This is an optimization exercise on Yosys and OpenROAD, whose aim is small area, a short achievable clock period and few clock cycles per item, not a production implementation.
RTL that was checked went through simulation tests only; none was proved equivalent to the original.
Power and IR drop assume default switching activity.

==> flow/design.v <==
`timescale 1ns/1ps
`default_nettype none
package iot_data_pkg;
    typedef logic [8-1:0] iot_byte_t;
    typedef logic [128-1:0] iot_word_t;
    typedef logic [3-1:0] crc_t;
    typedef logic [$clog2(16)-1:0] byte_idx_t;
    typedef logic [$clog2(8)-1:0] word_cnt_t;
endpackage
`default_nettype wire
`timescale 1ns/1ps
`default_nettype none
package iot_ctrl_pkg;
    typedef enum logic [2:0] {
        FN_ENCRYPT  = 3'd1,
        FN_DECRYPT  = 3'd2,
        FN_CRC      = 3'd3,
        FN_TOP2MAX  = 3'd4,
        FN_LAST2MIN = 3'd5
    } fn_sel_t;
    typedef enum logic [1:0] {REL_EQUAL, REL_BIGGER, REL_SMALLER} relation_t;
    typedef enum logic [1:0] {OUT_IDLE, OUT_FIRST, OUT_SECOND} out_state_t;
endpackage
`default_nettype wire
`timescale 1ns/1ps
`default_nettype none
module iot_filter_top
(
    input  logic         clk,
    input  logic         rst,
    input  logic         in_en,
    input  logic [7:0]   iot_in,
    input  logic [2:0]   fn_sel,
    output logic         busy,
    output logic         valid,
    output logic [127:0] iot_out
);
    logic is_crc, is_top, is_rank;
    always_ff @(posedge clk) begin
        is_crc  <= (fn_sel == 3'd3);
        is_top  <= (fn_sel == 3'd4);
        is_rank <= (fn_sel == 3'd4) || (fn_sel == 3'd5);
    end
    logic       in_v;
    logic [7:0] cur;
    always_ff @(posedge clk) cur <= iot_in;
    logic [3:0]   bi;              
    logic [3:0]   rc;              
    logic [2:0]   wc;              
    logic         mv;              
    logic         dA, wA, dB, wB;  
    logic [127:0] r0, r1;
    wire [7:0] tA = r0[127:120];
    wire [7:0] tB = r1[127:120];
    wire first_byte = (bi == 4'd0);
    wire last_byte  = (bi == 4'd15);
    wire keepA      = dA && !first_byte;
    wire keepB      = dB && !first_byte;
    logic rot;
    logic eqA, gtA, eqB, gtB;
    wire [7:0] nA = rot ? r0[119:112] : r0[127:120];
    wire [7:0] nB = rot ? r1[119:112] : r1[127:120];
    always_ff @(posedge clk) begin
        eqA <= (iot_in == nA);
        gtA <= is_top ? (iot_in > nA) : (iot_in < nA);
        eqB <= (iot_in == nB);
        gtB <= is_top ? (iot_in > nB) : (iot_in < nB);
    end
    wire dA_n  = keepA || !eqA;
    wire wA_n  = keepA ? wA : gtA;
    wire dB_n  = keepB || !eqB;
    wire wB_n  = keepB ? wB : gtB;
    wire winA  = dA_n && wA_n;
    wire winB  = dB_n && wB_n;
    wire loseB = dB_n && !wB_n;
    logic [7:0] b0, b1;
    always_comb begin
        b0 = mv ? tB : tA;
        b1 = tB;
        if (in_v) begin
            if (wc == 3'd0) begin
                b1 = cur;
            end else if (wc == 3'd1) begin
                b0 = winB ? cur : tB;
                b1 = winB ? tB : cur;
            end else begin
                b0 = winA ? cur : tA;
                b1 = winA ? tA : (loseB ? tB : cur);
            end
        end
    end
    function automatic logic [2:0] crc_fold(logic [2:0] seed, logic [7:0] data);
        logic [2:0] c;
        logic       fb;
        c = seed;
        for (int i = 7; i >= 0; i--) begin
            fb = c[2] ^ data[i];
            c  = {c[1:0], 1'b0} ^ (fb ? 3'b011 : 3'b000);
        end
        crc_fold = c;
    endfunction
    wire [2:0] crc_n = crc_fold(first_byte ? 3'd0 : r0[2:0], cur);
    always_ff @(posedge clk) begin
        if (rot) begin
            r0[127:16] <= r0[119:8];
            r0[15:8]   <= is_crc ? 8'd0 : r0[7:0];
            r0[7:0]    <= is_crc ? {5'd0, crc_n} : b0;
            r1         <= {r1[119:0], b1};
        end
    end
    wire       end_word = in_v && last_byte;
    wire [3:0] bi_n  = in_v ? bi + 4'd1 : bi;
    wire [3:0] rc_n  = rot ? rc + 4'd1 : rc;
    wire       mv_n  = (end_word && is_rank && wc == 3'd7) || (mv && !(rc == 4'd15));
    wire       in_v_n = in_en && !busy;
    wire       busy_n = !in_v_n && (mv_n || rc_n != bi_n) && (rc_n + 4'd1 != bi_n);
    wire       rot_n  = in_v_n || mv_n || (rc_n != bi_n);
    always_ff @(posedge clk or posedge rst) begin
        if (rst) begin
            in_v  <= 1'b0;
            bi    <= 4'd0;
            rc    <= 4'd0;
            wc    <= 3'd0;
            mv    <= 1'b0;
            busy  <= 1'b0;
            rot   <= 1'b0;
            valid <= 1'b0;
            dA    <= 1'b0;
            wA    <= 1'b0;
            dB    <= 1'b0;
            wB    <= 1'b0;
        end else begin
            in_v <= in_v_n;
            bi   <= bi_n;
            rc   <= rc_n;
            mv   <= mv_n;
            busy <= busy_n;
            rot  <= rot_n;
            if (in_v) begin
                dA <= dA_n;
                wA <= wA_n;
                dB <= dB_n;
                wB <= wB_n;
            end
            if (end_word) wc <= wc + 3'd1;
            valid <= (end_word && (is_crc || (is_rank && wc == 3'd7)))
                     || (mv && rc == 4'd15);
        end
    end
    assign iot_out = r0;
endmodule
`default_nettype wire
Settings: LEC_CHECK=0, CAP_MARGIN=20, CORE_MARGIN=2, CORE_UTILIZATION=40, CTS_CLUSTER_DIAMETER=100, CTS_CLUSTER_SIZE=30, SETUP_SLACK_MARGIN=5, SLEW_MARGIN=20; clock period 7.0 ns.
standard.sh (not shown) runs the stock make flow with config.mk's settings and CLKGATE_MAP_FILE= SYNTH_SCRIPT=/design/flow/synth_recipe.tcl, a recipe that flattens the netlist after the stock synthesis.
==> flow/flow/run.sh <==
#!/bin/bash
# Standard ORFS layout, with the port buffers made from plain buffers
# (sky130_fd_sc_hd__buf_1, resized by timing repair) instead of the slow
# delay cells buffer_ports picks by default.
set -euo pipefail
bash standard.sh "BUFFER_PORTS_ARGS=-buffer_cell sky130_fd_sc_hd__buf_1" finish > standard_flow.log 2>&1
Testbench counts at the start, summed over its fixed seeds: cycles 36,192, items 2,157.
Next try:
--- a/flow/design.v
+++ b/flow/design.v
@@ -56,23 +56,14 @@
     wire last_byte  = (bi == 4'd15);
     wire keepA      = dA && !first_byte;
     wire keepB      = dB && !first_byte;
-    logic rot;
-    logic eqA, gtA, eqB, gtB;
-    wire [7:0] nA = rot ? r0[119:112] : r0[127:120];
-    wire [7:0] nB = rot ? r1[119:112] : r1[127:120];
-    always_ff @(posedge clk) begin
-        eqA <= (iot_in == nA);
-        gtA <= is_top ? (iot_in > nA) : (iot_in < nA);
-        eqB <= (iot_in == nB);
-        gtB <= is_top ? (iot_in > nB) : (iot_in < nB);
-    end
-    wire dA_n  = keepA || !eqA;
-    wire wA_n  = keepA ? wA : gtA;
-    wire dB_n  = keepB || !eqB;
-    wire wB_n  = keepB ? wB : gtB;
+    wire dA_n = keepA || (cur != tA);
+    wire wA_n = keepA ? wA : (is_top ? (cur > tA) : (cur < tA));
+    wire dB_n = keepB || (cur != tB);
+    wire wB_n = keepB ? wB : (is_top ? (cur > tB) : (cur < tB));
     wire winA  = dA_n && wA_n;
     wire winB  = dB_n && wB_n;
     wire loseB = dB_n && !wB_n;
+    wire rot = in_v || mv || (rc != bi);
     logic [7:0] b0, b1;
     always_comb begin
         b0 = mv ? tB : tA;
@@ -114,7 +105,6 @@
     wire       mv_n  = (end_word && is_rank && wc == 3'd7) || (mv && !(rc == 4'd15));
     wire       in_v_n = in_en && !busy;
     wire       busy_n = !in_v_n && (mv_n || rc_n != bi_n) && (rc_n + 4'd1 != bi_n);
-    wire       rot_n  = in_v_n || mv_n || (rc_n != bi_n);
     always_ff @(posedge clk or posedge rst) begin
         if (rst) begin
             in_v  <= 1'b0;
@@ -123,7 +113,6 @@
             wc    <= 3'd0;
             mv    <= 1'b0;
             busy  <= 1'b0;
-            rot   <= 1'b0;
             valid <= 1'b0;
             dA    <= 1'b0;
             wA    <= 1'b0;
@@ -135,7 +124,6 @@
             rc   <= rc_n;
             mv   <= mv_n;
             busy <= busy_n;
-            rot  <= rot_n;
             if (in_v) begin
                 dA <= dA_n;
                 wA <= wA_n;
What happened: Worst hold slack improved by 0.0087 ns; synthesized cell count falls by 1.2%; power rises by 18%; routed wire length rises by 6.2%; global-route usage rises by 1.6 points.
No functional check of the RTL was part of the second run of this note.

========
RTL: the design.v shown in full above, as it stands there.
clock: 7.0 ns
lec_check: 0
cap_margin: 20
core_margin: 2
core_utilization: 40
cts_cluster_diameter: 100
cts_cluster_size: 30
setup_slack_margin: 4.35
slew_margin: 20
Scripts as last shown in full above: flow/flow/run.sh
The starting point completed with no timing, DRC or antenna violations.
Testbench counts at the start, summed over its fixed seeds: cycles 36,192, items 2,157.
Rerun with:
--- a/flow/design.v
+++ b/flow/design.v
@@ -47,13 +47,22 @@
     logic [3:0]   bi;              
     logic [3:0]   rc;              
     logic [2:0]   wc;              
+    function automatic logic [3:0] step4(logic [3:0] x);
+        step4 = {x[2:0], x[3] ^ x[0] ^ (x[2:0] == 3'd0)};
+    endfunction
+    function automatic logic [2:0] step3(logic [2:0] x);
+        step3 = {x[1:0], x[2] ^ x[0] ^ (x[1:0] == 2'd0)};
+    endfunction
+    localparam logic [3:0] LAST4 = 4'b1000;
+    localparam logic [2:0] WC1   = 3'b001;
+    localparam logic [2:0] WC7   = 3'b100;
     logic         mv;              
     logic         dA, wA, dB, wB;  
     logic [127:0] r0, r1;
     wire [7:0] tA = r0[127:120];
     wire [7:0] tB = r1[127:120];
     wire first_byte = (bi == 4'd0);
-    wire last_byte  = (bi == 4'd15);
+    wire last_byte  = (bi == LAST4);
     wire keepA      = dA && !first_byte;
     wire keepB      = dB && !first_byte;
     logic rot;
@@ -80,7 +89,7 @@
         if (in_v) begin
             if (wc == 3'd0) begin
                 b1 = cur;
-            end else if (wc == 3'd1) begin
+            end else if (wc == WC1) begin
                 b0 = winB ? cur : tB;
                 b1 = winB ? tB : cur;
             end else begin
@@ -101,6 +110,14 @@
     endfunction
     wire [2:0] crc_n = crc_fold(first_byte ? 3'd0 : r0[2:0], cur);
     always_ff @(posedge clk) begin
+        if (in_v) begin
+            dA <= dA_n;
+            wA <= wA_n;
+            dB <= dB_n;
+            wB <= wB_n;
+        end
+    end
+    always_ff @(posedge clk) begin
         if (rot) begin
             r0[127:16] <= r0[119:8];
             r0[15:8]   <= is_crc ? 8'd0 : r0[7:0];
@@ -109,11 +126,11 @@
         end
     end
     wire       end_word = in_v && last_byte;
-    wire [3:0] bi_n  = in_v ? bi + 4'd1 : bi;
-    wire [3:0] rc_n  = rot ? rc + 4'd1 : rc;
-    wire       mv_n  = (end_word && is_rank && wc == 3'd7) || (mv && !(rc == 4'd15));
+    wire [3:0] bi_n  = in_v ? step4(bi) : bi;
+    wire [3:0] rc_n  = rot ? step4(rc) : rc;
+    wire       mv_n  = (end_word && is_rank && wc == WC7) || (mv && !(rc == LAST4));
     wire       in_v_n = in_en && !busy;
-    wire       busy_n = !in_v_n && (mv_n || rc_n != bi_n) && (rc_n + 4'd1 != bi_n);
+    wire       busy_n = !in_v_n && (mv_n || rc_n != bi_n) && (step4(rc_n) != bi_n);
     wire       rot_n  = in_v_n || mv_n || (rc_n != bi_n);
     always_ff @(posedge clk or posedge rst) begin
         if (rst) begin
@@ -125,10 +142,6 @@
             busy  <= 1'b0;
             rot   <= 1'b0;
             valid <= 1'b0;
-            dA    <= 1'b0;
-            wA    <= 1'b0;
-            dB    <= 1'b0;
-            wB    <= 1'b0;
         end else begin
             in_v <= in_v_n;
             bi   <= bi_n;
@@ -136,15 +149,9 @@
             mv   <= mv_n;
             busy <= busy_n;
             rot  <= rot_n;
-            if (in_v) begin
-                dA <= dA_n;
-                wA <= wA_n;
-                dB <= dB_n;
-                wB <= wB_n;
-            end
-            if (end_word) wc <= wc + 3'd1;
-            valid <= (end_word && (is_crc || (is_rank && wc == 3'd7)))
-                     || (mv && rc == 4'd15);
+            if (end_word) wc <= step3(wc);
+            valid <= (end_word && (is_crc || (is_rank && wc == WC7)))
+                     || (mv && rc == LAST4);
         end
     end
     assign iot_out = r0;
- The changed run finished clean
- worst setup slack is worse by 0.0037 ns
- hold slack barely changes
- utilization rises by 0.24 points
- cell area barely changes
- clock skew hardly moves
- via count goes up by 1.4%
- total power decreases by 5.3%
- global-route usage is about the same
- final cell count rose by 1.6%
- wire length goes up by 0.98%
- die area came out lower by 0.34%
- sequential power barely changes
- clock-buffer cell count goes up by 1
- combinational power came out lower by 19%
For the second run of this note, only the layout was checked, not whether the RTL still works.

========
== v27 ==
iot_filter_top, a different RTL version from the one above (not shown whole).
Size in the first run: roughly 510 cells after synthesis, about 290 flip-flops, about 140 I/O pins, roughly 10000 um2 of cells after synthesis.
==> module iot_filter_top, before the edit <==
module iot_filter_top
(
    input  logic         clk,
    input  logic         rst,
    input  logic         in_en,
    input  logic [7:0]   iot_in,
    input  logic [2:0]   fn_sel,
    output logic         busy,
    output logic         valid,
    output logic [127:0] iot_out
);
    logic is_crc, is_top, is_rank;
    always_ff @(posedge clk) begin
        is_crc  <= (fn_sel == 3'd3);
        is_top  <= (fn_sel == 3'd4);
        is_rank <= (fn_sel == 3'd4) || (fn_sel == 3'd5);
    end
    logic       in_v;
    logic [7:0] cur;
    always_ff @(posedge clk) cur <= iot_in;
    logic [3:0]   bi;              
    logic [3:0]   rc;              
    logic [2:0]   wc;              
    function automatic logic [3:0] step4(logic [3:0] x);
        step4 = {x[2:0], x[3] ^ x[0] ^ (x[2:0] == 3'd0)};
    endfunction
    function automatic logic [2:0] step3(logic [2:0] x);
        step3 = {x[1:0], x[2] ^ x[0] ^ (x[1:0] == 2'd0)};
    endfunction
    localparam logic [3:0] LAST4 = 4'b1000;
    localparam logic [2:0] WC1   = 3'b001;
    localparam logic [2:0] WC7   = 3'b100;
    logic         mv;              
    logic         dA, wA, dB, wB;  
    logic [127:0] r0, r1;
    wire [7:0] tA = r0[127:120];
    wire [7:0] tB = r1[127:120];
    wire first_byte = (bi == 4'd0);
    wire last_byte  = (bi == LAST4);
    wire keepA      = dA && !first_byte;
    wire keepB      = dB && !first_byte;
    logic rot;
    logic eqA, gtA, eqB, gtB;
    wire [7:0] nA = rot ? r0[119:112] : r0[127:120];
    wire [7:0] nB = rot ? r1[119:112] : r1[127:120];
    always_ff @(posedge clk) begin
        eqA <= (iot_in == nA);
        gtA <= is_top ? (iot_in > nA) : (iot_in < nA);
        eqB <= (iot_in == nB);
        gtB <= is_top ? (iot_in > nB) : (iot_in < nB);
    end
    wire dA_n  = keepA || !eqA;
    wire wA_n  = keepA ? wA : gtA;
    wire dB_n  = keepB || !eqB;
    wire wB_n  = keepB ? wB : gtB;
    wire winA  = dA_n && wA_n;
    wire winB  = dB_n && wB_n;
    wire loseB = dB_n && !wB_n;
    wire rank_w = in_v && (wc != 3'd0);
    wire w1     = in_v && (wc == WC1);
    wire wn     = rank_w && (wc != WC1);
    wire s0_cur = (w1 && winB) || (wn && winA);
    wire s0_b   = (w1 && !winB) || (!rank_w && mv);
    wire s0_a   = !s0_cur && !s0_b;
    wire s1_cur = (in_v && !rank_w) || (w1 && !winB) || (wn && !winA && !loseB);
    wire s1_a   = wn && winA;
    wire s1_b   = !s1_cur && !s1_a;
    wire [7:0] b0 = ({8{s0_cur}} & cur) | ({8{s0_a}} & tA) | ({8{s0_b}} & tB);
    wire [7:0] b1 = ({8{s1_cur}} & cur) | ({8{s1_a}} & tA) | ({8{s1_b}} & tB);
    function automatic logic [2:0] crc_fold(logic [2:0] seed, logic [7:0] data);
        logic [2:0] c;
        logic       fb;
        c = seed;
        for (int i = 7; i >= 0; i--) begin
            fb = c[2] ^ data[i];
            c  = {c[1:0], 1'b0} ^ (fb ? 3'b011 : 3'b000);
        end
        crc_fold = c;
    endfunction
    logic [2:0] crc;
    wire  [2:0] crc_n = crc_fold(first_byte ? 3'd0 : crc, cur);
    always_ff @(posedge clk) begin
        if (in_v) crc <= crc_n;
    end
    always_ff @(posedge clk) begin
        if (in_v) begin
            dA <= dA_n;
            wA <= wA_n;
            dB <= dB_n;
            wB <= wB_n;
        end
    end
    always_ff @(posedge clk) begin
        if (rot) begin
            r0[127:8]  <= r0[119:0];
            r0[7:0]    <= is_crc ? {5'd0, crc_n & {3{last_byte}}} : b0;
            r1         <= {r1[119:0], b1};
        end
    end
    wire       end_word = in_v && last_byte;
    wire [3:0] bi_n  = in_v ? step4(bi) : bi;
    wire [3:0] rc_n  = rot ? step4(rc) : rc;
    wire       mv_n  = (end_word && is_rank && wc == WC7) || (mv && !(rc == LAST4));
    wire       in_v_n = in_en && !busy;
    wire       busy_n = !in_v_n && (mv_n || rc_n != bi_n) && (step4(rc_n) != bi_n);
    wire       rot_n  = in_v_n || mv_n || (rc_n != bi_n);
    always_ff @(posedge clk or posedge rst) begin
        if (rst) begin
            in_v  <= 1'b0;
            bi    <= 4'd0;
            rc    <= 4'd0;
            wc    <= 3'd0;
            mv    <= 1'b0;
            busy  <= 1'b0;
            rot   <= 1'b0;
            valid <= 1'b0;
        end else begin
            in_v <= in_v_n;
            bi   <= bi_n;
            rc   <= rc_n;
            mv   <= mv_n;
            busy <= busy_n;
            rot  <= rot_n;
            if (end_word) wc <= step3(wc);
            valid <= (end_word && (is_crc || (is_rank && wc == WC7)))
                     || (mv && rc == LAST4);
        end
    end
    assign iot_out = r0;
endmodule
export LEC_CHECK = 0
export CAP_MARGIN = 20
export CORE_MARGIN = 2
export CORE_UTILIZATION = 40
export SETUP_SLACK_MARGIN = 4.45
export SLEW_MARGIN = 20
create_clock -name core_clock -period 7.0 [get_ports {clk}]
==> flow/flow/run.sh <==
#!/bin/bash
# Standard ORFS layout, with the port buffers made from plain buffers
# (sky130_fd_sc_hd__buf_1, resized by timing repair) instead of the slow
# delay cells buffer_ports picks by default, and clock tree synthesis
# without dummy loads.
set -euo pipefail
bash standard.sh "BUFFER_PORTS_ARGS=-buffer_cell sky130_fd_sc_hd__buf_1" \
  "CTS_ARGS=-sink_clustering_enable -repair_clock_nets -sink_clustering_size 30 -sink_clustering_max_diameter 100 -dont_use_dummy_load -balance_levels" \
  finish > standard_flow.log 2>&1
Edits applied to the flow inputs when going from v27 to v30:
-- flow/design.v --
<<< v27, line 83
    wire winB  = dB_n && wB_n;
    wire loseB = dB_n && !wB_n;
    wire rank_w = in_v && (wc != 3'd0);
    wire w1     = in_v && (wc == WC1);
    wire wn     = rank_w && (wc != WC1);
    wire s0_cur = (w1 && winB) || (wn && winA);
    wire s0_b   = (w1 && !winB) || (!rank_w && mv);
    wire s0_a   = !s0_cur && !s0_b;
    wire s1_cur = (in_v && !rank_w) || (w1 && !winB) || (wn && !winA && !loseB);
    wire s1_a   = wn && winA;
    wire s1_b   = !s1_cur && !s1_a;
    wire [7:0] b0 = ({8{s0_cur}} & cur) | ({8{s0_a}} & tA) | ({8{s0_b}} & tB);
    wire [7:0] b1 = ({8{s1_cur}} & cur) | ({8{s1_a}} & tA) | ({8{s1_b}} & tB);
    function automatic logic [2:0] crc_fold(logic [2:0] seed, logic [7:0] data);
        logic [2:0] c;
>>> v30, line 83
    wire winB  = dB_n && wB_n;
    wire loseB = dB_n && !wB_n;
    logic [7:0] b0, b1;
    always_comb begin
        b0 = mv ? tB : tA;
        b1 = tB;
        if (in_v) begin
            if (wc == 3'd0) begin
                b1 = cur;
            end else if (wc == WC1) begin
                b0 = winB ? cur : tB;
                b1 = winB ? tB : cur;
            end else begin
                b0 = winA ? cur : tA;
                b1 = winA ? tA : (loseB ? tB : cur);
            end
        end
    end
    function automatic logic [2:0] crc_fold(logic [2:0] seed, logic [7:0] data);
        logic [2:0] c;
<<< v27, line 104
        crc_fold = c;
    endfunction
    logic [2:0] crc;
    wire  [2:0] crc_n = crc_fold(first_byte ? 3'd0 : crc, cur);
    always_ff @(posedge clk) begin
        if (in_v) crc <= crc_n;
    end
    always_ff @(posedge clk) begin
        if (in_v) begin
>>> v30, line 109
        crc_fold = c;
    endfunction
    wire [2:0] crc_n = crc_fold(first_byte ? 3'd0 : r0[2:0], cur);
    always_ff @(posedge clk) begin
        if (in_v) begin
<<< v27, line 119
    always_ff @(posedge clk) begin
        if (rot) begin
            r0[127:8]  <= r0[119:0];
            r0[7:0]    <= is_crc ? {5'd0, crc_n & {3{last_byte}}} : b0;
            r1         <= {r1[119:0], b1};
        end
>>> v30, line 120
    always_ff @(posedge clk) begin
        if (rot) begin
            r0[127:16] <= r0[119:8];
            r0[15:8]   <= is_crc ? 8'd0 : r0[7:0];
            r0[7:0]    <= is_crc ? {5'd0, crc_n} : b0;
            r1         <= {r1[119:0], b1};
        end
v30 | stages: all done | timing, DRC, antenna: all pass
v30 vs v27, instance count: v30 higher
Across both runs, area occupied by registers was lower for v30 than for v27.
v30 vs v27 — flip-flop and latch count dropped 3.
Maximum frequency, v30 and v27, lower one = v30.
Leakage power of the design in v30 is 0.20 nW above v27.
Maximum VDD drop: v30 better than v27
Between v30 and v27, the cell area after placement is higher for v30.
v30 reports a higher mux share of post-synthesis cell area than v27 does.
From v27 to v30, number of buffers and inverters on the critical path did not move at all.
Die area on v30 is behind v27.
Any difference in cell internal power dissipation between v27 and v30 is small enough to ignore.
Routed wire length, v30 and v27, lower one = v27.
No run of this note included a check of the RTL's function; only the layout flow was run.

==> static timing again, ports no longer ideal <==
The flow's constraints put no driver on any port. The routed layouts listed below were extracted and timed again, unchanged, in two steps. Step 1 sets driving cells, clkbuf_16 on the clock port and buf_2 on the other inputs (assumed; they add their load-dependent delay and slew). Step 2 moves the port delays by t, midway between the first and last clock arrival at a register: inputs arrive t later, outputs are due t later. That takes back most of the time a late clock gives input paths. Three values: ideal ports, drivers, drivers and shift; two values: the first two.
run	t (ns)	slack for setup (ns)	latest minus earliest clock arrival (ns)	pins driven straight from the clock port
the first run of note 1	0.534	4.463 / 4.419 / 4.171	0.044 / 0.045	1
the second run of note 1	0.526	4.244 / 4.244 / 4.244	0.023 / 0.023	1
the first run of note 2	0.518	4.410 / 4.368 / 4.068	0.019 / 0.019	1
the second run of note 2	0.533	4.406 / 4.361 / 4.280	0.017 / 0.016	1
v27	0.513	4.490 / 4.449 / 4.273	0.040 / 0.040	1
v30	0.522	4.466 / 4.420 / 4.269	0.041 / 0.040	1
After both steps every run listed still meets setup and hold. The setup slack of the first run of note 2, which loses most, moves by -0.042 ns with the drivers and by -0.342 ns with both steps.
